This design comes from an exercise in tuning for small area, a short achievable clock period and few clock cycles on the open sky130 flow, not from production work. At most, simulation tests tie the RTL to the original design; equivalence was not proved. The RTL of run 1 was laid out without a check of its function. Power figures rest on the tool's default switching activity, not on a simulated workload.

## flow/design.v (module list and top-level ports; edited modules follow where they fit)
// module requant_argmax_pipe: 1580 lines
module requant_argmax_pipe #(
  parameter int ACC_W       = 25,
  parameter int OUT_W       = 8,
  parameter int MULT_W      = 16,
  parameter int SHIFT_W     = 5,
  parameter int NUM_CLASSES = 10,
  parameter int IDX_W       = $clog2(NUM_CLASSES)
) (
  input  logic                     clk,
  input  logic                     rst_n,
  input  logic                     cfg_load,
  input  logic signed [ACC_W-1:0]  cfg_bias,
  input  logic        [MULT_W-1:0] cfg_mult,
  input  logic       [SHIFT_W-1:0] cfg_shift,
  input  logic                     cfg_round,
  input  logic signed [OUT_W-1:0]  cfg_offset,
  input  logic signed [OUT_W-1:0]  cfg_min,
  input  logic signed [OUT_W-1:0]  cfg_max,
  output logic                     busy,
  input  logic                     in_valid,
  output logic                     in_ready,
  input  logic signed [ACC_W-1:0]  in_data,
  input  logic                     in_last,
  output logic                     out_valid,
  input  logic                     out_ready,
  output logic signed [OUT_W-1:0]  out_data,
  output logic                     out_last,
  output logic                     argmax_valid,
  output logic        [IDX_W-1:0]  argmax_idx,
  output logic signed [OUT_W-1:0]  argmax_val
);
  // ...
==> flow/flow/run.sh <==
#!/bin/bash
# The standard ORFS layout (standard.sh), with two changes to how it is
# made: repair_timing aims for 8.35 ns of setup slack at the design's clock
# period, and the port buffers are buf_2.
set -euo pipefail
bash standard.sh SETUP_SLACK_MARGIN=8.35 "BUFFER_PORTS_ARGS=-buffer_cell sky130_fd_sc_hd__buf_2" finish > standard_flow.log 2>&1
==> flow/standard.sh <==
#!/bin/bash
# synth_recipe.tcl (not shown) runs the flow's synth.tcl, then flattens the netlist and writes it again
# the make line also repeats each setting of config.mk as NAME=value (left out here)
make -C /OpenROAD-flow-scripts/flow DESIGN_CONFIG=/design/flow/config.mk WORK_HOME=/design/flow/orfs CLKGATE_MAP_FILE= SYNTH_SCRIPT=/design/flow/synth_recipe.tcl "${@:-finish}"
==> flow/config.mk <==
export PLATFORM = sky130hd
export DESIGN_NAME = requant_argmax_pipe
export DESIGN_NICKNAME = requant_argmax_pipe
export VERILOG_FILES = /design/flow/design.v
export SDC_FILE = /design/flow/constraint.sdc
export NUM_CORES = 4
export LEC_CHECK = 0
export CAP_MARGIN = 20
export CORE_MARGIN = 2
export CORE_UTILIZATION = 40
export CTS_CLUSTER_DIAMETER = 80
export CTS_CLUSTER_SIZE = 25
export SLEW_MARGIN = 20
==> flow/constraint.sdc <==
create_clock -name core_clock -period 12.0 [get_ports {clk}]
set_input_delay 2.4000 -clock core_clock [delete_from_list [all_inputs] [get_ports {clk}]]
set_output_delay 2.4000 -clock core_clock [all_outputs]
set_load 0.01 [all_outputs]
==> reports/results.ini, run 1 <==
[timing]
hold_viol=0
fin_ws_ns=7.56
holdWs_ns=0.336
timing.fmax_ghz=0.225

[final_layout]
buffers=213
post-route-util_pct=45.9
nonClkBufAreaFrac_pct=4.76
largestClassByArea=multi-input gates
layout-drive-gt1-share_pct=16.3
inv_count=266
nClkBuffers=23

[global_routing]
grt_pass1_vias=20100
track_usage_pct=21.8
grt_use_met2_pct=36.2

[outcome]
status=no timing/DRC/antenna violations

[setup_path]
crit_buf_inv=3
path_depth=16
cp_cell_sequence=buf_6 > ha_4 > inv_2 > fa_2 > inv_2 > a21o_1 > a21o_1 > a21o_1 > a21o_1 > a21oi_4 > o21ai_4 > a221oi_4 > o21ai_4 > o211ai_1 > a21oi_2 > o21ba_2
critPathArrivalTime_ns=4.92
reg2reg_to=u_q[10]

[pwr]
pg_clk_uw=892
internal_power_uw=3510
p_per_area_nw_per_um2=227

[synth]
synth_top_family_by_area=adder cells
yosysUniqueCellTypes=90
synth_seq_cells=318
synth_edf_count=45
synth_simple_gate_area_share_pct=10.3

[clock_tree]
cts_buffers=23
clockBufferDepth=3
h-tree-depth=1

[floorplan]
die-area_um2=64400

[routing]
wl_met1_um=31700

[placement]
placed_area_um2=26400

==> run 2, diff against run 1 <==
--- a/flow/design.v
+++ b/flow/design.v
@@ -72,119 +72,28 @@
       bneg_q   <= bneg_d;
       shift_q  <= cfg_shift;
       rc_q     <= cfg_round && (cfg_shift != '0);
       offset_q <= cfg_offset;
       min_q    <= cfg_min;
       max_q    <= cfg_max;
     end
   end
+  logic signed [24:0] d_q;
   logic signed [25:0] s_q;
   logic        [41:0] pa_q, pb_q;
   logic        [10:0] u_q;
   logic               fits_q, sgn_q;
-  logic               vs_q, vt_q, vu_q;
-  logic               ls_q, lt_q, lu_q;
+  logic               vd_q, vs_q, vt_q, vu_q;
+  logic               ld_q, ls_q, lt_q, lu_q;
   logic signed [25:0] s_sum;
   logic        [25:0] sadd_a, sadd_b;
-  assign sadd_a = {in_data[24], in_data};
+  assign sadd_a = {d_q[24], d_q};
   assign sadd_b = {bias_q[24], bias_q};
-  logic [25:0] sad_g0, sad_p0;
-  assign sad_g0 = sadd_a & sadd_b;
-  assign sad_p0 = sadd_a ^ sadd_b;
-  logic sad_G1; assign sad_G1 = sad_g0[1] | (sad_p0[1] & sad_g0[0]);
-  logic sad_G2; assign sad_G2 = sad_g0[3] | (sad_p0[3] & sad_g0[2]);
-  logic sad_P2; assign sad_P2 = sad_p0[3] & sad_p0[2];
-  logic sad_G3; assign sad_G3 = sad_g0[5] | (sad_p0[5] & sad_g0[4]);
-  logic sad_P3; assign sad_P3 = sad_p0[5] & sad_p0[4];
-  logic sad_G4; assign sad_G4 = sad_g0[7] | (sad_p0[7] & sad_g0[6]);
-  logic sad_P4; assign sad_P4 = sad_p0[7] & sad_p0[6];
-  logic sad_G5; assign sad_G5 = sad_g0[9] | (sad_p0[9] & sad_g0[8]);
-  logic sad_P5; assign sad_P5 = sad_p0[9] & sad_p0[8];
-  logic sad_G6; assign sad_G6 = sad_g0[11] | (sad_p0[11] & sad_g0[10]);
-  logic sad_P6; assign sad_P6 = sad_p0[11] & sad_p0[10];
-  logic sad_G7; assign sad_G7 = sad_g0[13] | (sad_p0[13] & sad_g0[12]);
-  logic sad_P7; assign sad_P7 = sad_p0[13] & sad_p0[12];
-  logic sad_G8; assign sad_G8 = sad_g0[15] | (sad_p0[15] & sad_g0[14]);
-  logic sad_P8; assign sad_P8 = sad_p0[15] & sad_p0[14];
-  logic sad_G9; assign sad_G9 = sad_g0[17] | (sad_p0[17] & sad_g0[16]);
-  logic sad_P9; assign sad_P9 = sad_p0[17] & sad_p0[16];
-  logic sad_G10; assign sad_G10 = sad_g0[19] | (sad_p0[19] & sad_g0[18]);
-  logic sad_P10; assign sad_P10 = sad_p0[19] & sad_p0[18];
-  logic sad_G11; assign sad_G11 = sad_g0[21] | (sad_p0[21] & sad_g0[20]);
-  logic sad_P11; assign sad_P11 = sad_p0[21] & sad_p0[20];
-  logic sad_G12; assign sad_G12 = sad_g0[23] | (sad_p0[23] & sad_g0[22]);
-  logic sad_P12; assign sad_P12 = sad_p0[23] & sad_p0[22];
-  logic sad_G13; assign sad_G13 = sad_g0[25] | (sad_p0[25] & sad_g0[24]);
-  logic sad_P13; assign sad_P13 = sad_p0[25] & sad_p0[24];
-  logic sad_G14; assign sad_G14 = sad_g0[2] | (sad_p0[2] & sad_G1);
-  logic sad_G15; assign sad_G15 = sad_G2 | (sad_P2 & sad_G1);
-  logic sad_G16; assign sad_G16 = sad_g0[6] | (sad_p0[6] & sad_G3);
-  logic sad_P16; assign sad_P16 = sad_p0[6] & sad_P3;
-  logic sad_G17; assign sad_G17 = sad_G4 | (sad_P4 & sad_G3);
-  logic sad_P17; assign sad_P17 = sad_P4 & sad_P3;
-  logic sad_G18; assign sad_G18 = sad_g0[10] | (sad_p0[10] & sad_G5);
-  logic sad_P18; assign sad_P18 = sad_p0[10] & sad_P5;
-  logic sad_G19; assign sad_G19 = sad_G6 | (sad_P6 & sad_G5);
-  logic sad_P19; assign sad_P19 = sad_P6 & sad_P5;
-  logic sad_G20; assign sad_G20 = sad_g0[14] | (sad_p0[14] & sad_G7);
-  logic sad_P20; assign sad_P20 = sad_p0[14] & sad_P7;
-  logic sad_G21; assign sad_G21 = sad_G8 | (sad_P8 & sad_G7);
-  logic sad_P21; assign sad_P21 = sad_P8 & sad_P7;
-  logic sad_G22; assign sad_G22 = sad_g0[18] | (sad_p0[18] & sad_G9);
-  logic sad_P22; assign sad_P22 = sad_p0[18] & sad_P9;
-  logic sad_G23; assign sad_G23 = sad_G10 | (sad_P10 & sad_G9);
-  logic sad_P23; assign sad_P23 = sad_P10 & sad_P9;
-  logic sad_G24; assign sad_G24 = sad_g0[22] | (sad_p0[22] & sad_G11);
-  logic sad_P24; assign sad_P24 = sad_p0[22] & sad_P11;
-  logic sad_G25; assign sad_G25 = sad_G12 | (sad_P12 & sad_G11);
-  logic sad_P25; assign sad_P25 = sad_P12 & sad_P11;
-  logic sad_G26; assign sad_G26 = sad_g0[4] | (sad_p0[4] & sad_G15);
-  logic sad_G27; assign sad_G27 = sad_G3 | (sad_P3 & sad_G15);
-  logic sad_G28; assign sad_G28 = sad_G16 | (sad_P16 & sad_G15);
-  logic sad_G29; assign sad_G29 = sad_G17 | (sad_P17 & sad_G15);
-  logic sad_G30; assign sad_G30 = sad_g0[12] | (sad_p0[12] & sad_G19);
-  logic sad_P30; assign sad_P30 = sad_p0[12] & sad_P19;
-  logic sad_G31; assign sad_G31 = sad_G7 | (sad_P7 & sad_G19);
-  logic sad_P31; assign sad_P31 = sad_P7 & sad_P19;
-  logic sad_G32; assign sad_G32 = sad_G20 | (sad_P20 & sad_G19);
-  logic sad_P32; assign sad_P32 = sad_P20 & sad_P19;
-  logic sad_G33; assign sad_G33 = sad_G21 | (sad_P21 & sad_G19);
-  logic sad_P33; assign sad_P33 = sad_P21 & sad_P19;
-  logic sad_G34; assign sad_G34 = sad_g0[20] | (sad_p0[20] & sad_G23);
-  logic sad_P34; assign sad_P34 = sad_p0[20] & sad_P23;
-  logic sad_G35; assign sad_G35 = sad_G11 | (sad_P11 & sad_G23);
-  logic sad_P35; assign sad_P35 = sad_P11 & sad_P23;
-  logic sad_G36; assign sad_G36 = sad_G24 | (sad_P24 & sad_G23);
-  logic sad_P36; assign sad_P36 = sad_P24 & sad_P23;
-  logic sad_G37; assign sad_G37 = sad_G25 | (sad_P25 & sad_G23);
-  logic sad_P37; assign sad_P37 = sad_P25 & sad_P23;
-  logic sad_G38; assign sad_G38 = sad_g0[8] | (sad_p0[8] & sad_G29);
-  logic sad_G39; assign sad_G39 = sad_G5 | (sad_P5 & sad_G29);
-  logic sad_G40; assign sad_G40 = sad_G18 | (sad_P18 & sad_G29);
-  logic sad_G41; assign sad_G41 = sad_G19 | (sad_P19 & sad_G29);
-  logic sad_G42; assign sad_G42 = sad_G30 | (sad_P30 & sad_G29);
-  logic sad_G43; assign sad_G43 = sad_G31 | (sad_P31 & sad_G29);
-  logic sad_G44; assign sad_G44 = sad_G32 | (sad_P32 & sad_G29);
-  logic sad_G45; assign sad_G45 = sad_G33 | (sad_P33 & sad_G29);
-  logic sad_G46; assign sad_G46 = sad_g0[24] | (sad_p0[24] & sad_G37);
-  logic sad_P46; assign sad_P46 = sad_p0[24] & sad_P37;
-  logic sad_G47; assign sad_G47 = sad_G13 | (sad_P13 & sad_G37);
-  logic sad_P47; assign sad_P47 = sad_P13 & sad_P37;
-  logic sad_G48; assign sad_G48 = sad_g0[16] | (sad_p0[16] & sad_G45);
-  logic sad_G49; assign sad_G49 = sad_G9 | (sad_P9 & sad_G45);
-  logic sad_G50; assign sad_G50 = sad_G22 | (sad_P22 & sad_G45);
-  logic sad_G51; assign sad_G51 = sad_G23 | (sad_P23 & sad_G45);
-  logic sad_G52; assign sad_G52 = sad_G34 | (sad_P34 & sad_G45);
-  logic sad_G53; assign sad_G53 = sad_G35 | (sad_P35 & sad_G45);
-  logic sad_G54; assign sad_G54 = sad_G36 | (sad_P36 & sad_G45);
-  logic sad_G55; assign sad_G55 = sad_G37 | (sad_P37 & sad_G45);
-  logic sad_G56; assign sad_G56 = sad_G46 | (sad_P46 & sad_G45);
-  logic sad_G57; assign sad_G57 = sad_G47 | (sad_P47 & sad_G45);
-  assign s_sum = {(sad_p0[25] ^ sad_G56), (sad_p0[24] ^ sad_G55), (sad_p0[23] ^ sad_G54), (sad_p0[22] ^ sad_G53), (sad_p0[21] ^ sad_G52), (sad_p0[20] ^ sad_G51), (sad_p0[19] ^ sad_G50), (sad_p0[18] ^ sad_G49), (sad_p0[17] ^ sad_G48), (sad_p0[16] ^ sad_G45), (sad_p0[15] ^ sad_G44), (sad_p0[14] ^ sad_G43), (sad_p0[13] ^ sad_G42), (sad_p0[12] ^ sad_G41), (sad_p0[11] ^ sad_G40), (sad_p0[10] ^ sad_G39), (sad_p0[9] ^ sad_G38), (sad_p0[8] ^ sad_G29), (sad_p0[7] ^ sad_G28), (sad_p0[6] ^ sad_G27), (sad_p0[5] ^ sad_G26), (sad_p0[4] ^ sad_G15), (sad_p0[3] ^ sad_G14), (sad_p0[2] ^ sad_G1), (sad_p0[1] ^ sad_g0[0]), (sad_p0[0])};
+  assign s_sum = sadd_a + sadd_b;
   logic signed [25:0] s;
   logic        [41:0] pa, pb;
   logic        [8:0]  mul_one;
   logic        [7:0]  mul_two, mul_neg;
   assign s = s_q;
   assign mul_one = bone_q;
   assign mul_two = btwo_q;
   assign mul_neg = bneg_q;
@@ -1468,113 +1377,123 @@
     t9     = u_q[8:0] + {offset_q, rc_q};
     gt     = $signed({u_q[10], u_q}) >= hi_q;
     lt     = $signed({u_q[10], u_q}) < lo_q;
     selmax = mm_q || (!fits_q && !sgn_q) || (fits_q && gt);
     selmin = (!fits_q && sgn_q) || (fits_q && lt);
     res    = selmax ? max_q : selmin ? min_q : t9[8:1];
   end
   always_ff @(posedge clk) begin
+    d_q    <= in_data;
+    ld_q   <= in_last;
     s_q    <= s_sum;
-    ls_q   <= in_last;
+    ls_q   <= ld_q;
     pa_q   <= pa;
     pb_q   <= pb;
     lt_q   <= ls_q;
     u_q    <= x5;
     fits_q <= fits_d;
     sgn_q  <= sg;
     lu_q   <= lt_q;
     hi_q   <= hi_d;
     lo_q   <= lo_d;
     mm_q   <= min_q > max_q;
   end
   logic              rdy_q, busy_q;
   logic        [2:0] n_q, n_d;
-  logic              acc, dlv, ld_head, hv_q, hl_q, busy_d, rdy_d;
-  logic signed [7:0] hd_q;
-  logic        [8:0] buf_q [0:3];
-  logic        [2:0] rp_q, wp_q, bc_q;
-  logic              to_buf, from_buf;
-  logic        [8:0] bhead;
+  logic              acc, dlv, busy_d, rdy_d;
+  logic              ov_q, ol_q;
+  logic signed [7:0] od_q;
+  logic        [8:0] mem_q [0:5];
+  logic        [5:0] rp_q, wp_q;    
+  logic        [2:0] c_q;
+  logic        [8:0] rd0, rd1, newb, hnext;
+  logic        [5:0] rp1;
   assign in_ready  = rdy_q;
   assign busy      = busy_q;
-  assign out_valid = hv_q;
-  assign out_data  = hd_q;
-  assign out_last  = hl_q;
+  assign out_valid = ov_q;
+  assign out_data  = od_q;
+  assign out_last  = ol_q;
   always_comb begin
-    acc      = in_valid && rdy_q;
-    dlv      = hv_q && out_ready;
-    n_d      = n_q + 3'(acc) - 3'(dlv);
-    busy_d   = acc || (n_q > 3'd1) || ((n_q == 3'd1) && !dlv);
-    rdy_d    = (n_q < 3'd4) || ((n_q == 3'd4) && (dlv || !acc)) || ((n_q == 3'd5) && dlv && !acc);
-    ld_head  = dlv || !hv_q;
-    from_buf = ld_head && (bc_q != '0);
-    to_buf   = vu_q && !(ld_head && bc_q == '0);
-    bhead    = buf_q[rp_q];
+    acc    = in_valid && rdy_q;
+    dlv    = ov_q && out_ready;
+    n_d    = n_q + 3'(acc) - 3'(dlv);
+    busy_d = acc || (n_q > 3'd1) || ((n_q == 3'd1) && !dlv);
+    rdy_d  = (n_q < 3'd5) || ((n_q == 3'd5) && (dlv || !acc)) || ((n_q == 3'd6) && dlv && !acc);
+    rp1    = {rp_q[4:0], rp_q[5]};
+    rd0    = '0;
+    rd1    = '0;
+    for (int i = 0; i < 6; i++) begin
+      rd0 = rd0 | (mem_q[i] & {9{rp_q[i]}});
+      rd1 = rd1 | (mem_q[i] & {9{rp1[i]}});
+    end
+    newb   = {res, lu_q};
+    hnext  = dlv ? ((c_q >= 3'd2) ? rd1 : newb) : ((c_q >= 3'd1) ? rd0 : newb);
   end
   always_ff @(posedge clk) begin
     if (!rst_n) begin
       n_q    <= '0;
       rdy_q  <= 1'b1;
       busy_q <= 1'b0;
+      vd_q   <= 1'b0;
       vs_q   <= 1'b0;
       vt_q   <= 1'b0;
       vu_q   <= 1'b0;
-      hv_q   <= 1'b0;
-      rp_q   <= '0;
-      wp_q   <= '0;
-      bc_q   <= '0;
+      ov_q   <= 1'b0;
+      rp_q   <= 6'd1;
+      wp_q   <= 6'd1;
+      c_q    <= '0;
     end else begin
       n_q    <= n_d;
       rdy_q  <= rdy_d;
       busy_q <= busy_d;
-      vs_q   <= acc;
+      vd_q   <= acc;
+      vs_q   <= vd_q;
       vt_q   <= vs_q;
       vu_q   <= vt_q;
-      if (ld_head) hv_q <= (bc_q != '0) || vu_q;
-      if (from_buf) rp_q <= 3'(rp_q[1:0] + 2'd1);
-      if (to_buf)   wp_q <= 3'(wp_q[1:0] + 2'd1);
-      bc_q <= bc_q + 3'(to_buf) - 3'(from_buf);
+      ov_q   <= dlv ? ((c_q >= 3'd2) || vu_q) : ((c_q >= 3'd1) || vu_q);
+      if (dlv)  rp_q <= rp1;
+      if (vu_q) wp_q <= {wp_q[4:0], wp_q[5]};
+      c_q    <= c_q + 3'(vu_q) - 3'(dlv);
     end
   end
   always_ff @(posedge clk) begin
-    if (ld_head) begin
-      hd_q <= from_buf ? bhead[8:1] : res;
-      hl_q <= from_buf ? bhead[0] : lu_q;
-    end
-    if (to_buf) buf_q[wp_q] <= {res, lu_q};
+    od_q <= hnext[8:1];
+    ol_q <= hnext[0];
+    for (int i = 0; i < 6; i++)
+      if (vu_q && wp_q[i]) mem_q[i] <= newb;
   end
   logic                    hs, in_win, take;
   logic        [CW-1:0]    cnt_q, cnt_d;
   logic        [IDX_W-1:0] cand_idx_q, cand_idx_d, am_idx_q;
   logic signed [OUT_W-1:0] cand_val_q, cand_val_d, am_val_q;
   logic                    am_valid_q;
   assign argmax_valid = am_valid_q;
   assign argmax_idx   = am_idx_q;
   assign argmax_val   = am_val_q;
   always_comb begin
-    hs         = hv_q && out_ready;
+    hs         = ov_q && out_ready;
     in_win     = cnt_q < CW'(NUM_CLASSES);
-    take       = hs && in_win && (cnt_q == '0 || hd_q > cand_val_q);
+    take       = hs && in_win && (cnt_q == '0 || od_q > cand_val_q);
     cand_idx_d = take ? cnt_q[IDX_W-1:0] : cand_idx_q;
-    cand_val_d = take ? hd_q : cand_val_q;
-    cnt_d      = !hs ? cnt_q : hl_q ? '0 : in_win ? cnt_q + CW'(1) : cnt_q;
+    cand_val_d = take ? od_q : cand_val_q;
+    cnt_d      = !hs ? cnt_q : ol_q ? '0 : in_win ? cnt_q + CW'(1) : cnt_q;
   end
   always_ff @(posedge clk) begin
     if (!rst_n) begin
       cnt_q      <= '0;
       cand_idx_q <= '0;
       cand_val_q <= OMIN;
       am_valid_q <= 1'b0;
       am_idx_q   <= '0;
       am_val_q   <= OMIN;
     end else begin
       cnt_q      <= cnt_d;
       cand_idx_q <= cand_idx_d;
       cand_val_q <= cand_val_d;
-      am_valid_q <= hs && hl_q;
-      if (hs && hl_q) begin
+      am_valid_q <= hs && ol_q;
+      if (hs && ol_q) begin
         am_idx_q <= cand_idx_d;
         am_val_q <= cand_val_d;
       end
     end
   end
 endmodule
==> flow/flow/run.sh (replaced) <==
#!/bin/bash
# The standard ORFS layout (standard.sh) with these changes to how it is
# made:
#  - repair_timing aims for 8.4 ns of setup slack at the design's clock period;
#  - the port buffers are sky130_fd_sc_hd__buf_2;
#  - after the standard synthesis, fa_polarity.py removes inverters around
#    full-adder cells (FA(~a,~b,~c) = ~FA(a,b,c)); registers and ports are
#    untouched. The layout is then built from that netlist.
set -euo pipefail
K=(SETUP_SLACK_MARGIN=8.4 "BUFFER_PORTS_ARGS=-buffer_cell sky130_fd_sc_hd__buf_2")
R=orfs/results/sky130hd/requant_argmax_pipe/base
bash standard.sh "${K[@]}" synth > standard_synth.log 2>&1
cp $R/1_2_yosys.v $R/1_2_yosys.standard.v
python3 flow/fa_polarity.py $R/1_2_yosys.standard.v $R/1_2_yosys.v > fa_polarity.log 2>&1
rm -f $R/1_synth.odb $R/1_synth.sdc
bash standard.sh "${K[@]}" finish > standard_flow.log 2>&1
==> flow/flow/fa_polarity.py (new file) <==
#!/usr/bin/env python3
"""Remove inverters around full adders in a mapped sky130 netlist.

A full adder is self-dual: FA(~a, ~b, ~c) = (~sum, ~cout). An FA whose
inputs come through inverters can therefore take the uninverted nets and
produce complemented outputs, which replaces the inverters that downstream
cells put on its outputs. This pass flips an FA whenever that lowers the
number of inverters, and repeats until no flip helps. Registers and ports
are untouched; the function of every register input and output port is kept.

usage: fa_polarity.py IN.v OUT.v
"""
import re, sys, collections

src = open(sys.argv[1]).read()
OUTPINS = {"X", "Y", "Q", "Q_N", "SUM", "COUT", "HI", "LO"}
inst_re = re.compile(r"^  (sky130_fd_sc_hd__\w+) (\S+)\s+\((.*?)\n  \);\n", re.S | re.M)
pin_re = re.compile(r"\.(\w+)\(([^()]*)\)")

# split the module body into instances and the rest (header, wire decls)
insts = {}      # name -> [type, {pin: net}]
order = []
first = None
last_end = 0
for m in inst_re.finditer(src):
    if first is None:
        first = m.start()
    else:
        assert src[last_end:m.start()].strip() == "", src[last_end:m.start()][:200]
    typ, name, body = m.group(1), m.group(2), m.group(3)
    pins = {p: n.strip() for p, n in pin_re.findall(body)}
    insts[name] = [typ, pins]
    order.append(name)
    last_end = m.end()
head = src[:first]
tail = src[last_end:]
ports = set()
for kind in ("input", "output", "inout"):
    for m in re.finditer(r"^\s*%s\s+(\[[^\]]*\]\s*)?([^;]+);" % kind, head, re.M):
        for n in m.group(2).split(","):
            ports.add(n.strip())
def is_port(net):
    base = net.lstrip("\\").split("[")[0].strip()
    return base in ports or net in ports

def isinv(t): return re.match(r"sky130_fd_sc_hd__inv_\d+$", t) is not None
def isfa(t): return re.match(r"sky130_fd_sc_hd__fa_\d+$", t) is not None

def build():
    drv, loads = {}, collections.defaultdict(list)
    for name, (t, pins) in insts.items():
        for p, n in pins.items():
            if not n: continue
            if p in OUTPINS: drv[n] = (name, p)
            else: loads[n].append((name, p))
    return drv, loads

newid = [0]
def newnet():
    newid[0] += 1
    return "_fapol_n%d_" % newid[0]
def newinst():
    newid[0] += 1
    return "_fapol_i%d_" % newid[0]

def plan(x, drv, loads):
    """Inverter count change if FA x is flipped, and the edits."""
    t, pins = insts[x]
    delta = 0
    in_edit = {}
    cand, used = set(), set()
    for p in ("A", "B", "CIN"):
        n = pins[p]
        d = drv.get(n)
        if d and isinv(insts[d[0]][0]):
            i = d[0]
            in_edit[p] = ("use", insts[i][1]["A"])
            if all(l[0] == x for l in loads[n]) and not is_port(n):
                cand.add(i)
        else:
            ex = [l[0] for l in loads[n] if isinv(insts[l[0]][0])]
            if ex:
                in_edit[p] = ("use", insts[ex[0]][1]["Y"])
                used.add(ex[0])
            else:
                in_edit[p] = ("new", n)
                delta += 1
    removed = cand - used
    delta -= len(removed)
    out_edit = {}
    for p in ("SUM", "COUT"):
        o = pins[p]
        if is_port(o):
            return None
        ld = loads[o]
        invl = [l[0] for l in ld if isinv(insts[l[0]][0]) and not is_port(insts[l[0]][1]["Y"])]
        other = [l for l in ld if l[0] not in invl]
        delta -= len(invl)
        if other:
            delta += 1
        out_edit[p] = (o, invl, other)
    return delta, in_edit, out_edit, removed

def apply(x, in_edit, out_edit, removed, drv, loads):
    t, pins = insts[x]
    for i in removed:
        del insts[i]
    for p, (kind, n) in in_edit.items():
        if kind == "use":
            pins[p] = n
        else:
            nn = newnet(); ni = newinst()
            insts[ni] = ["sky130_fd_sc_hd__inv_1", {"A": n, "Y": nn}]
            pins[p] = nn
    for p, (o, invl, other) in out_edit.items():
        if invl:
            keep = insts[invl[0]][1]["Y"]
            for j in invl[1:]:
                jn = insts[j][1]["Y"]
                for (ln, lp) in loads[jn]:
                    if ln in insts:
                        insts[ln][1][lp] = keep
            for j in invl:
                del insts[j]
            pins[p] = keep
            if other:
                ni = newinst()
                insts[ni] = ["sky130_fd_sc_hd__inv_1", {"A": keep, "Y": o}]
        else:
            nn = newnet(); ni = newinst()
            pins[p] = nn
            insts[ni] = ["sky130_fd_sc_hd__inv_1", {"A": nn, "Y": o}]

total = 0
def ninv(): return sum(1 for t, p in insts.values() if isinv(t))
it = 0
MAXF = 2000
while it < MAXF:
    it += 1
    drv, loads = build()
    best = None
    for x in list(insts):
        if x not in insts or not isfa(insts[x][0]):
            continue
        r = plan(x, drv, loads)
        if r and r[0] < 0 and (best is None or r[0] < best[1][0]):
            best = (x, r)
    if best is None:
        break
    x, (delta, ie, oe, rem) = best
    before = ninv()
    apply(x, ie, oe, rem, drv, loads)
    after = ninv()
    if after - before != delta:
        print("mismatch", x, delta, after - before, file=sys.stderr)
    total += after - before
    if after >= before:
        break

# drop inverters left without loads
while True:
    drv, loads = build()
    dead = [n for n, (t, p) in insts.items() if isinv(t) and not loads.get(p["Y"]) and not is_port(p["Y"])]
    if not dead: break
    for n in dead:
        del insts[n]
        total -= 1

wires = set()
for name, (t, pins) in insts.items():
    for n in pins.values():
        if n.startswith("_fapol_"): wires.add(n)
out = [head]
out += ["  wire %s;\n" % w for w in sorted(wires)]
for name, (t, pins) in insts.items():
    body = ",\n".join("    .%s(%s)" % (p, n + " " if n.startswith("\\") else n) for p, n in pins.items())
    out.append("  %s %s (\n%s\n  );\n" % (t, name, body))
out.append(tail)
open(sys.argv[2], "w").write("".join(out))
print("fa_polarity: inverter count change %d" % total, file=sys.stderr)
==> flow/config.mk (replaced) <==
export PLATFORM = sky130hd
export DESIGN_NAME = requant_argmax_pipe
export DESIGN_NICKNAME = requant_argmax_pipe
export VERILOG_FILES = /design/flow/design.v
export SDC_FILE = /design/flow/constraint.sdc
export NUM_CORES = 4
export LEC_CHECK = 0
export ABC_AREA = 1
export CAP_MARGIN = 20
export CORE_MARGIN = 2
export CORE_UTILIZATION = 40
export CTS_BUF_LIST = sky130_fd_sc_hd__clkbuf_16
export CTS_CLUSTER_DIAMETER = 100
export CTS_CLUSTER_SIZE = 30
export SLEW_MARGIN = 20
==> run 2 against run 1 <==
  * Still clean
  * Die area is 5.2% higher
  * Clock power is 14% lower
  * Core utilization is 2.0 points lower
  * Synthesized area is 5.3% higher
  * Critical path depth is 15 lower
  * Power is 11% higher
  * Clock skew is 0.0032 ns higher
==> reports/results.ini, run 2 <==
[outcome]
status=no timing/DRC/antenna violations  ; unchanged

[placement]
dp_cells=4041  ; was 3458
gp_congestion=0.915  ; was 0.856
portBuffers=126  ; unchanged
pre_cts_slack_ns=7.45  ; was 6.73 ns
dp_hpwl_um=55800  ; was 49700 um

[global_routing]
grt_max_degree=78  ; was 125
antenna_found_initial=7  ; was 1
track_usage_pct=22.1  ; was 21.8%
grt_overflow_total=0  ; unchanged
grt_pass1_vias=21100  ; was 20100
grt_pass1_wl_um=118000  ; was 111000 um

[synth]
syn_area_um2=26200  ; was 24900 um2
avgSynthCellArea_um2=8.23  ; was 9.38 um2
synth_cells=3190  ; was 2660
yosysWarnings=2  ; was 1
synth_nets=3647  ; was 3120

[pwr]
clkPwrFrac_pct=10.7  ; was 13.9%
netSwitchingFraction_pct=48.2  ; was 45.5%
pwr-share-comb_pct=63.7  ; was 60.6%
peakVddDrop_v=0.000114  ; was 0.000135 V
internal_power_uw=3700  ; was 3510 uW
totalPowerFinal_uw=7140  ; was 6440 uW
switching_power_uw=3440  ; was 2930 uW
seqPwrFrac_pct=25.6  ; was 25.5%
p_per_area_nw_per_um2=251  ; was 227 nW/um2
p_leak_uw=0.0139  ; was 0.0120 uW

[min_path]
whs_endpoint=lt_q  ; unchanged
holdPathStages=0  ; unchanged
min_path_type=reg2reg  ; unchanged
holdCritStartpoint=ls_q  ; unchanged

[final_layout]
reg_top3=mem_q: 54 flops, pa_q: 42 flops, pb_q: 41 flops  ; was pa_q: 42 flops, pb_q: 41 flops, buf_q: 36 flops
largest_register_ffs=54  ; was 42
final_cell_mix=557 x nand2_1, 377 x inv_1, 307 x dfxtp_1  ; was 255 x inv_1, 245 x nand2_1, 245 x dfxtp_1
syn2layout_area_growth_pct=8.25  ; was 13.6%
layout_commonest_cell=nand2_1  ; was inv_1
layout.cells.non_filler=4082  ; was 3554
post-route-util_pct=43.9  ; was 45.9%
layout-drive-gt1-share_pct=8.53  ; was 16.3%
nets=3669  ; was 3161
regMostFlops=mem_q  ; was pa_q

[routing]
avgRoutedWirePerCell_um=18.3  ; was 20.2 um
num_vias=21600  ; was 19500
postRouteAntennaNets=0  ; unchanged
avgViaCountPerCell=5.30  ; was 5.49
first_pass_iters=6  ; was 7
drc=0  ; unchanged
drtIter0Drc=1901  ; was 1549
wirelength_um=74900  ; was 71900 um

[floorplan]
die_w_um=260  ; was 254 um
die-area_um2=67700  ; was 64400 um2
coreArea_um2=64700  ; was 61700 um2
fp-row-count=93  ; was 91
io_pins=127  ; unchanged
die_y_um=260  ; was 254 um
initial_core_util_pct=40.6  ; was 40.4%

[clock_tree]
cts.sinks=369  ; was 318
holdBufCountCts=0  ; unchanged
cts_tree=yes  ; unchanged
cts_buffers=18  ; was 23
clockBufferDepth=3  ; unchanged
clk_pin_slew_ns=0.12  ; was 0.10 ns
clkLatencyLatePin_ns=0.56  ; was 0.58 ns
cts-root-buf=clkbuf_16  ; unchanged
h-tree-depth=1  ; unchanged

[timing]
hold_viol=0  ; unchanged
setup_viol=0  ; unchanged
slew_viol_final=0  ; unchanged
tns_ns=0  ; unchanged
fin_skew_ns=0.0253  ; was 0.0221 ns
min_period_over_period_pct=29.6  ; was 37.0%
maxSlewHeadroom_pct=35.9  ; was 22.9%
timing.fmax_ghz=0.282  ; was 0.225 GHz
worst_pin_slew_ns=0.953  ; was 1.16 ns
fin_ws_ns=8.45  ; was 7.56 ns
post-route-min-period_ns=3.55  ; was 4.44 ns
rsz0062_at_grt=yes  ; unchanged

[setup_path]
cp_cell_sequence=buf_2  ; was buf_6 > ha_4 > inv_2 > fa_2 > inv_2 > a21o_1 > a21o_1 > a21o_1 > a21o_1 > a21oi_4 > o21ai_4 > a221oi_4 > o21ai_4 > o211ai_1 > a21oi_2 > o21ba_2
r2r_start=bneg_q[4]  ; was pb_q[0]
cp_slowest_stage_delay_ns=0.43  ; was 0.33 ns
required_ns=9.60  ; was 12.48 ns
reg2reg_to=pa_q[15]  ; was u_q[10]
crit_buf_inv=1  ; was 3
cp-end-kind=output pin  ; was flop
cp-startpoint=od_q[4]  ; was in_data[0]
reg2regPathDepth=8  ; was 18
critPathTopFamily=flip-flops  ; was compound AO/OA/AOI/OAI gates
critPathArrivalTime_ns=1.15  ; was 4.92 ns
crit_fanout=3  ; was 4
cp-start-kind=flop  ; was input pin
crit_type=reg2out  ; was in2reg
cp_slowest_cell=dfxtp_1  ; was a221oi_4
reg2reg_setup_slack_ns=8.47  ; was 8.11 ns

[flow_run]
max-cap-violations=0  ; unchanged

-- run 2: cell type report --
| type | count | area (um2) |
|---|---|---|
| Timing Repair inverter | 1 | 5.00 |
| Inverter | 416 | 1640 |
| Sequential cell | 369 | 7940 |
| Fill cell | 6523 | 36300 |
| Clock inverter | 13 | 140 |
| Antenna cell | 3 | 7.51 |
| Tap cell | 855 | 1070 |
| Clock buffer | 19 | 475 |
| Multi-Input combinational cell | 2252 | 16200 |
| Timing Repair Buffer | 154 | 891 |
-- run 2: repair_timing --
item / CTS / global route
endpoints found under the setup margin: 120 / 61
resized for setup: 26 / 27
buffers inserted: 1 / 4
cloned: 0 / 1
-- run 2: routing by layer --
metal  up-vias  track usage, %  wire [um]
met1     10200            30.5      34000
met2       742            35.2      33500
li1      10600               -          -
met5         -               0         57
met3       119            3.89       5260
met4         8            6.59       2050
-- run 2: how the worst max path moves through the flow --
stage	cells after the start	to	slack, ns
finish	1	out_data[4]	8.45
global route	7	pa_q[24]	8.40
CTS	1	out_last	8.41
detailed placement	6	am_val_q[3]	7.45
global placement	6	am_idx_q[2]	7.57
floorplan	8	c_q[1]	8.41
-- run 2: metrics by stage --
step	hold WS [ns]	instance area, um2
floorplan	0.310	26300
global placement	0.312	27600
detailed placement	0.316	27600
CTS	0.344	28300
global route	0.347	28400
finish	0.339	28400
-- run 2: power by group through the flow --
stage	Combinational, uW	Sequential [uW]	Clock (uW)
3_3_place_gp	4430	1850	0
3_5_place_dp	4520	1850	0
4_1_cts	4530	1820	788
2_1_floorplan	3400	1750	0
5_1_grt	5200	1860	825
6_report	4540	1830	765
Testbench counts of run 2, summed over its fixed seeds: cycles 9,640.
==> run 3, diff against run 2 <==
--- a/flow/flow/run.sh
+++ b/flow/flow/run.sh
@@ -3,3 +3,3 @@
 # made:
-#  - repair_timing aims for 8.4 ns of setup slack at the design's clock period;
+#  - repair_timing aims for 8.6 ns of setup slack at the design's clock period;
 #  - the port buffers are sky130_fd_sc_hd__buf_2;
@@ -9,3 +9,3 @@
 set -euo pipefail
-K=(SETUP_SLACK_MARGIN=8.4 "BUFFER_PORTS_ARGS=-buffer_cell sky130_fd_sc_hd__buf_2")
+K=(SETUP_SLACK_MARGIN=8.6 "BUFFER_PORTS_ARGS=-buffer_cell sky130_fd_sc_hd__buf_2")
 R=orfs/results/sky130hd/requant_argmax_pipe/base
==> run 3 against run 2 <==
  * Critical path depth did not move
  * Via count rose by 2.9%
  * Global-route usage rose by 0.36 points
  * Flip-flop and latch count did not move
  * Non-clock buffer count rose by 56
==> reports/results.ini, run 3 <==
[global_routing]
grt_max_degree=84  ; was 78
track_usage_pct=22.4  ; was 22.1%
gr-max-usage-layer=met2  ; unchanged
use_met1_pct=30.3  ; was 30.5%
grt_overflow_total=0  ; unchanged
grt_pass1_wl_um=120000  ; was 118000 um
met3_usage_pct=3.77  ; was 3.89%
antenna_found_initial=8  ; was 7
grt_pass1_vias=22000  ; was 21100
grt_use_met2_pct=36.8  ; was 35.2%

[routing]
postRouteAntennaNets=0  ; unchanged
drc=0  ; unchanged
avgViaCountPerCell=5.38  ; was 5.30
drtIter0Drc=1886  ; was 1901
first_pass_iters=5  ; was 6
avgRoutedWirePerCell_um=19.1  ; was 18.3 um
wirelength_um=79000  ; was 74900 um
num_vias=22300  ; was 21600

[final_layout]
regMostFlops=mem_q  ; unchanged
final_cell_mix=557 x nand2_1, 354 x inv_1, 271 x dfxtp_1  ; was 557 x nand2_1, 377 x inv_1, 307 x dfxtp_1
regArea_um2=8010  ; was 7940 um2
largest_register_ffs=54  ; unchanged
syn2layout_area_growth_pct=13.0  ; was 8.25%
layout-drive-gt1-share_pct=12.4  ; was 8.53%
nets=3733  ; was 3669
layout_commonest_cell=nand2_1  ; unchanged
fillers=6368  ; was 6523
multi_input_area_um2=16300  ; was 16200 um2
reg_top3=mem_q: 54 flops, pa_q: 42 flops, pb_q: 41 flops  ; unchanged

[setup_path]
cp-end-kind=output pin  ; unchanged
crit_fanout=2  ; was 3
cp_cell_sequence=buf_6  ; was buf_2
crit_type=reg2out  ; unchanged
cp_slowest_cell=dfxtp_4  ; was dfxtp_1
crit_buf_inv=1  ; unchanged
required_ns=9.60  ; about the same
cp-start-kind=flop  ; unchanged
critPathTopFamily=flip-flops  ; unchanged
critPathArrivalTime_ns=1.05  ; was 1.15 ns
cp_slowest_stage_delay_ns=0.38  ; was 0.43 ns

[synth]
synth_cells=3190  ; unchanged
yosysWarnings=2  ; unchanged
syn_area_um2=26200  ; unchanged
avgSynthCellArea_um2=8.23  ; unchanged
synth_nets=3647  ; unchanged

[clock_tree]
clkLatencyLatePin_ns=0.57  ; was 0.56 ns
cts.sinks=369  ; unchanged
clockBufferDepth=3  ; unchanged
clk_pin_slew_ns=0.11  ; was 0.12 ns
cts-root-buf=clkbuf_16  ; unchanged
h-tree-depth=1  ; unchanged
cts_tree=yes  ; unchanged
cts_buffers=19  ; was 18

[timing]
rsz0062_at_grt=yes  ; unchanged
fin_skew_ns=0.0315  ; was 0.0253 ns
holdWs_ns=0.340  ; was 0.339 ns
post-route-min-period_ns=3.45  ; was 3.55 ns
maxSlewHeadroom_pct=40.8  ; was 35.9%
tns_ns=0  ; unchanged
min_period_over_period_pct=28.8  ; was 29.6%
hold_viol=0  ; unchanged
timing.fmax_ghz=0.290  ; was 0.282 GHz
setup_viol=0  ; unchanged
slew_viol_final=0  ; unchanged
worst_pin_slew_ns=0.886  ; was 0.953 ns

[placement]
gp_congestion=0.903  ; was 0.915
dp_hpwl_um=55500  ; was 55800 um
portBuffers=126  ; unchanged

[pwr]
clkPwrFrac_pct=10.9  ; was 10.7%
peakVddDrop_v=0.0000938  ; was 0.000114 V
internal_power_uw=3870  ; was 3700 uW
pwr-share-comb_pct=64.2  ; was 63.7%
netSwitchingFraction_pct=47.8  ; was 48.2%
p_leak_uw=0.0143  ; was 0.0139 uW
p_per_area_nw_per_um2=250  ; was 251 nW/um2
seqPwrFrac_pct=24.9  ; was 25.6%
switching_power_uw=3540  ; was 3440 uW

[outcome]
status=no timing/DRC/antenna violations  ; unchanged

[floorplan]
io_pins=127  ; unchanged
die_y_um=260  ; unchanged
coreArea_um2=64700  ; unchanged
fp-row-count=93  ; unchanged
die-area_um2=67700  ; unchanged
die_w_um=260  ; unchanged
initial_core_util_pct=40.6  ; unchanged

[min_path]
min_path_type=reg2reg  ; unchanged

[flow_run]
max-cap-violations=0  ; unchanged

==> run 3: cell count changes in the layout (fill, tap and decap cells not counted), sizes merged <==
cell and delta:
diode -1, clkinv +6, inv -25, clkbuf +4, clkinvlp +22, buf +53, bufinv +2
==> run 3: power by group through the flow <==
stage                     combinational [uW]  clock (uW)  sequential [uW]
after floorplan                         3400           0             1750
after global placement                  4430           0             1850
after detailed placement                4520           0             1850
after CTS                               4640         830             1840
after global routing                    5440         871             1880
final                                   4760         806             1850
==> run 3: final timing paths <==
kind	start	end	slack [ns]	cells after the start
worst min-delay path	ls_q	lt_q	0.34	0
worst min register to register	ls_q	lt_q	0.34	0
worst max-delay path	ol_q	out_last	8.55	1
worst max register to register	s_q[0]	pa_q[15]	8.66	7
==> run 3: area by class of cell <==
class                   instances  area share, %
multi-input cells            2252           55.0
flip-flops and latches        369           27.0
inverters                     416           6.07
repair buffers                210           5.91
well taps                     855           3.61
clock buffers                  20           1.69
clock inverters                11          0.586
repair inverters                8          0.169
diodes                          2         0.0169
==> run 3: metrics by stage <==
| step | power [uW] | setup slack [ns] | utilization (%) | cells | area, um2 |
|---|---|---|---|---|---|
| final | 7420 | 8.55 | 45.9 | 4143 | 29700 |
| after global routing | 8190 | 8.52 | 45.9 | 4142 | 29700 |
| after CTS | 7310 | 8.53 | 44.8 | 4102 | 29000 |
| after floorplan | 5150 | 8.41 | - | 3190 | 26400 |
| after global placement | 6270 | 7.48 | 42.7 | 4038 | 27600 |
| after detailed placement | 6370 | 7.36 | 42.7 | 4038 | 27600 |
==> run 3: metal layers <==
metal / routed length [um] / up-vias
met4: 2170 / 12
met2: 36100 / 905
met5: 63 / -
met3: 6510 / 153
met1: 34200 / 10500
li1: - / 10700
==> run 3: repair_timing <==
| action | in CTS | in global routing |
|---|---|---|
| setup endpoints to repair | 174 | 101 |
| resized for setup | 117 | 62 |
| pin swaps | 0 | 12 |
| cloned | 1 | 11 |
| hold buffers | 0 | 0 |
| buffers inserted | 32 | 28 |
==> run 4, diff against run 3 <==
--- a/flow/flow/run.sh
+++ b/flow/flow/run.sh
@@ -3,3 +3,3 @@
 # made:
-#  - repair_timing aims for 8.6 ns of setup slack at the design's clock period;
+#  - repair_timing aims for 8.5 ns of setup slack at the design's clock period;
 #  - the port buffers are sky130_fd_sc_hd__buf_2;
@@ -9,3 +9,3 @@
 set -euo pipefail
-K=(SETUP_SLACK_MARGIN=8.6 "BUFFER_PORTS_ARGS=-buffer_cell sky130_fd_sc_hd__buf_2")
+K=(SETUP_SLACK_MARGIN=8.5 "BUFFER_PORTS_ARGS=-buffer_cell sky130_fd_sc_hd__buf_2")
 R=orfs/results/sky130hd/requant_argmax_pipe/base
==> run 4 against run 3 <==
  * Still clean
  * Synthesized cell count is the same
  * Combinational power shrank 3%
  * Count of clock-buffer cells in the layout shrank 1
  * Power shrank 2.4%
  * Via count shrank 1.3%
  * Maximum frequency shrank 0.44%
  * Non-clock buffer count shrank 24
  * Sequential share of layout area grew 0.48 points
  * Clock power shrank 6.6%
  * Critical path type unchanged
==> reports/results.ini, run 4 <==
[synth]
synth_nets=3647  ; unchanged
yosysWarnings=2  ; unchanged
avgSynthCellArea_um2=8.23  ; unchanged
syn_area_um2=26200  ; unchanged
synth_cells=3190  ; unchanged

[placement]
dp_cells=4035  ; was 4038
gp_congestion=0.888  ; was 0.903
dp_hpwl_um=56100  ; was 55500 um
portBuffers=126  ; unchanged

[clock_tree]
clockBufferDepth=3  ; unchanged
cts_tree=yes  ; unchanged
cts.sinks=369  ; unchanged
holdBufCountCts=0  ; unchanged
h-tree-depth=1  ; unchanged
clk_pin_slew_ns=0.12  ; was 0.11 ns
cts_buffers=18  ; was 19
cts-root-buf=clkbuf_16  ; unchanged
clkLatencyLatePin_ns=0.57  ; about the same

[routing]
avgRoutedWirePerCell_um=18.5  ; was 19.1 um
postRouteAntennaNets=0  ; unchanged
first_pass_iters=6  ; was 5
drtIter0Drc=1773  ; was 1886
avgViaCountPerCell=5.35  ; was 5.38
num_vias=22000  ; was 22300
drc=0  ; unchanged
wirelength_um=76200  ; was 79000 um

[pwr]
switching_power_uw=3460  ; was 3540 uW
peakVddDrop_v=0.000101  ; was 0.0000938 V
seqPwrFrac_pct=25.5  ; was 24.9%
netSwitchingFraction_pct=47.8  ; about the same
p_leak_uw=0.0140  ; was 0.0143 uW
pwr-share-comb_pct=64.1  ; was 64.2%
internal_power_uw=3780  ; was 3870 uW
clkPwrFrac_pct=10.4  ; was 10.9%
p_per_area_nw_per_um2=249  ; was 250 nW/um2

[outcome]
status=no timing/DRC/antenna violations  ; unchanged

[final_layout]
fillers=6445  ; was 6368
final_cell_mix=557 x nand2_1, 359 x inv_1, 292 x dfxtp_1  ; was 557 x nand2_1, 354 x inv_1, 271 x dfxtp_1
layout_commonest_cell=nand2_1  ; unchanged
post-route-util_pct=44.9  ; was 45.9%
nets=3702  ; was 3733
layout-drive-gt1-share_pct=10.7  ; was 12.4%
reg_top3=mem_q: 54 flops, pa_q: 42 flops, pb_q: 41 flops  ; unchanged
regMostFlops=mem_q  ; unchanged
layout.cells.non_filler=4113  ; was 4143
largest_register_ffs=54  ; unchanged
syn2layout_area_growth_pct=10.6  ; was 13.0%

[setup_path]
cp_slowest_stage_delay_ns=0.38  ; about the same
critPathArrivalTime_ns=1.07  ; was 1.05 ns
critPathTopFamily=flip-flops  ; unchanged
reg2reg_to=pa_q[28]  ; was pa_q[15]
cp_slowest_cell=dfxtp_4  ; unchanged
cp_cell_sequence=buf_6  ; unchanged
cp-end-kind=output pin  ; unchanged
crit_type=reg2out  ; unchanged
reg2regPathDepth=10  ; was 7
crit_buf_inv=1  ; unchanged
required_ns=9.60  ; about the same
r2r_start=btwo_q[0]  ; was s_q[0]
crit_fanout=3  ; was 2
path_depth=1  ; unchanged
cp-endpoint=out_data[1]  ; was out_last
cp-startpoint=od_q[1]  ; was ol_q
reg2reg_setup_slack_ns=8.56  ; was 8.66 ns
cp-start-kind=flop  ; unchanged

[timing]
min_period_over_period_pct=28.9  ; was 28.8%
maxSlewHeadroom_pct=44.8  ; was 40.8%
tns_ns=0  ; unchanged
holdWs_ns=0.339  ; was 0.340 ns
worst_pin_slew_ns=0.828  ; was 0.886 ns
rsz0062_at_grt=yes  ; unchanged
timing.fmax_ghz=0.289  ; was 0.290 GHz
slew_viol_final=0  ; unchanged
hold_viol=0  ; unchanged
post-route-min-period_ns=3.47  ; was 3.45 ns
fin_skew_ns=0.0277  ; was 0.0315 ns
setup_viol=0  ; unchanged

[global_routing]
grt_max_degree=111  ; was 84
antenna_found_initial=10  ; was 8
grt_overflow_total=0  ; unchanged
grt_pass1_wl_um=120000  ; about the same
track_usage_pct=22.4  ; about the same
grt_pass1_vias=21500  ; was 22000

[floorplan]
die_y_um=260  ; unchanged
fp-row-count=93  ; unchanged
io_pins=127  ; unchanged
coreArea_um2=64700  ; unchanged
die_w_um=260  ; unchanged
die-area_um2=67700  ; unchanged
initial_core_util_pct=40.6  ; unchanged

[min_path]
min_path_type=reg2reg  ; unchanged

[flow_run]
max-cap-violations=0  ; unchanged

==> run 4: worst min path at each step <==
stage	start	end	slack, ns	cells past startpoint
floorplan	ld_q	ls_q	0.31	0
CTS	ls_q	lt_q	0.34	0
global route	lt_q	lu_q	0.35	0
detailed placement	lt_q	lu_q	0.31	0
finish	ls_q	lt_q	0.34	0
global placement	lt_q	lu_q	0.31	0
==> run 4: layout make-up <==
cell class                 instances  area, um2  area share, %
tap                              855       1070           3.68
timing repair inverter             2       10.0         0.0345
multi-input combinational       2252      16300           56.0
inverter                         416       1750           6.04
clock inverter                    13        120          0.414
sequential                       369       7980           27.5
antenna                            1       2.50        0.00862
clock buffer                      19        475           1.64
timing repair buffer             186       1360           4.67
==> run 4: what timing repair did <==
item | CTS | global route
resized for setup | 55 | 51
cloned | 0 | 2
setup buffers | 7 | 36
setup endpoints to repair | 142 | 92
==> run 4: routing by layer <==
metal,vias to the layer above,part of all wire (%),GRT usage [%]
li1,10600,-,-
met1,10300,44,30.6
met2,843,45,36.0
met3,136,8.0,4.15
met4,16,2.7,6.41
met5,-,0.13,0
==> run 4: power by group through the flow <==
stage / clock, uW / combinational [uW] / sequential, uW
finish: 753 / 4640 / 1850
global route: 819 / 5350 / 1870
CTS: 774 / 4530 / 1830
detailed placement: 0 / 4480 / 1850
global placement: 0 / 4390 / 1850
floorplan: 0 / 3400 / 1750
==> run 4: metrics by stage <==
stage / area [um2] / total power (uW) / setup WS, ns
CTS: 28400 / 7130 / 8.50
floorplan: 26300 / 5140 / 8.41
detailed placement: 27600 / 6330 / 7.71
global placement: 27600 / 6240 / 7.76
global route: 29000 / 8040 / 8.45
finish: 29000 / 7240 / 8.53

## port drivers added, routing unchanged
The results above use ideal ports. As a check the final layouts listed here were re-extracted and re-timed, cells and wires unchanged.
Step 1 assumes that a clkbuf_16 drives the clock port and a buf_2 every other input.
Step 2 moves the port delays by t, midway between the first and last clock arrival at a register: inputs arrive t later, outputs are due t later. That takes back most of the time a late clock gives input paths.
Three values: ideal ports, drivers, drivers and shift; two values: the first two.
run | t, ns | setup slack, ns | latest minus earliest clock arrival (ns) | slew at the worst register clock pin (ns) | worst data-port slew with drivers (ns)
run 1 | 0.631 | 7.557 / 7.584 / 6.953 | 0.024 / 0.024 | 0.10 / 0.10 | 0.13
run 2 | 0.603 | 8.450 / 8.393 / 8.019 | 0.029 / 0.028 | 0.12 / 0.12 | 0.15
run 3 | 0.618 | 8.549 / 8.486 / 8.124 | 0.031 / 0.032 | 0.12 / 0.12 | 0.13
run 4 | 0.616 | 8.534 / 8.472 / 8.093 | 0.028 / 0.028 | 0.12 / 0.12 | 0.13
After both steps setup and hold are still met in every run listed. For run 1, which loses most, drivers alone change the setup slack by +0.027 ns; drivers and shift together by -0.604 ns.
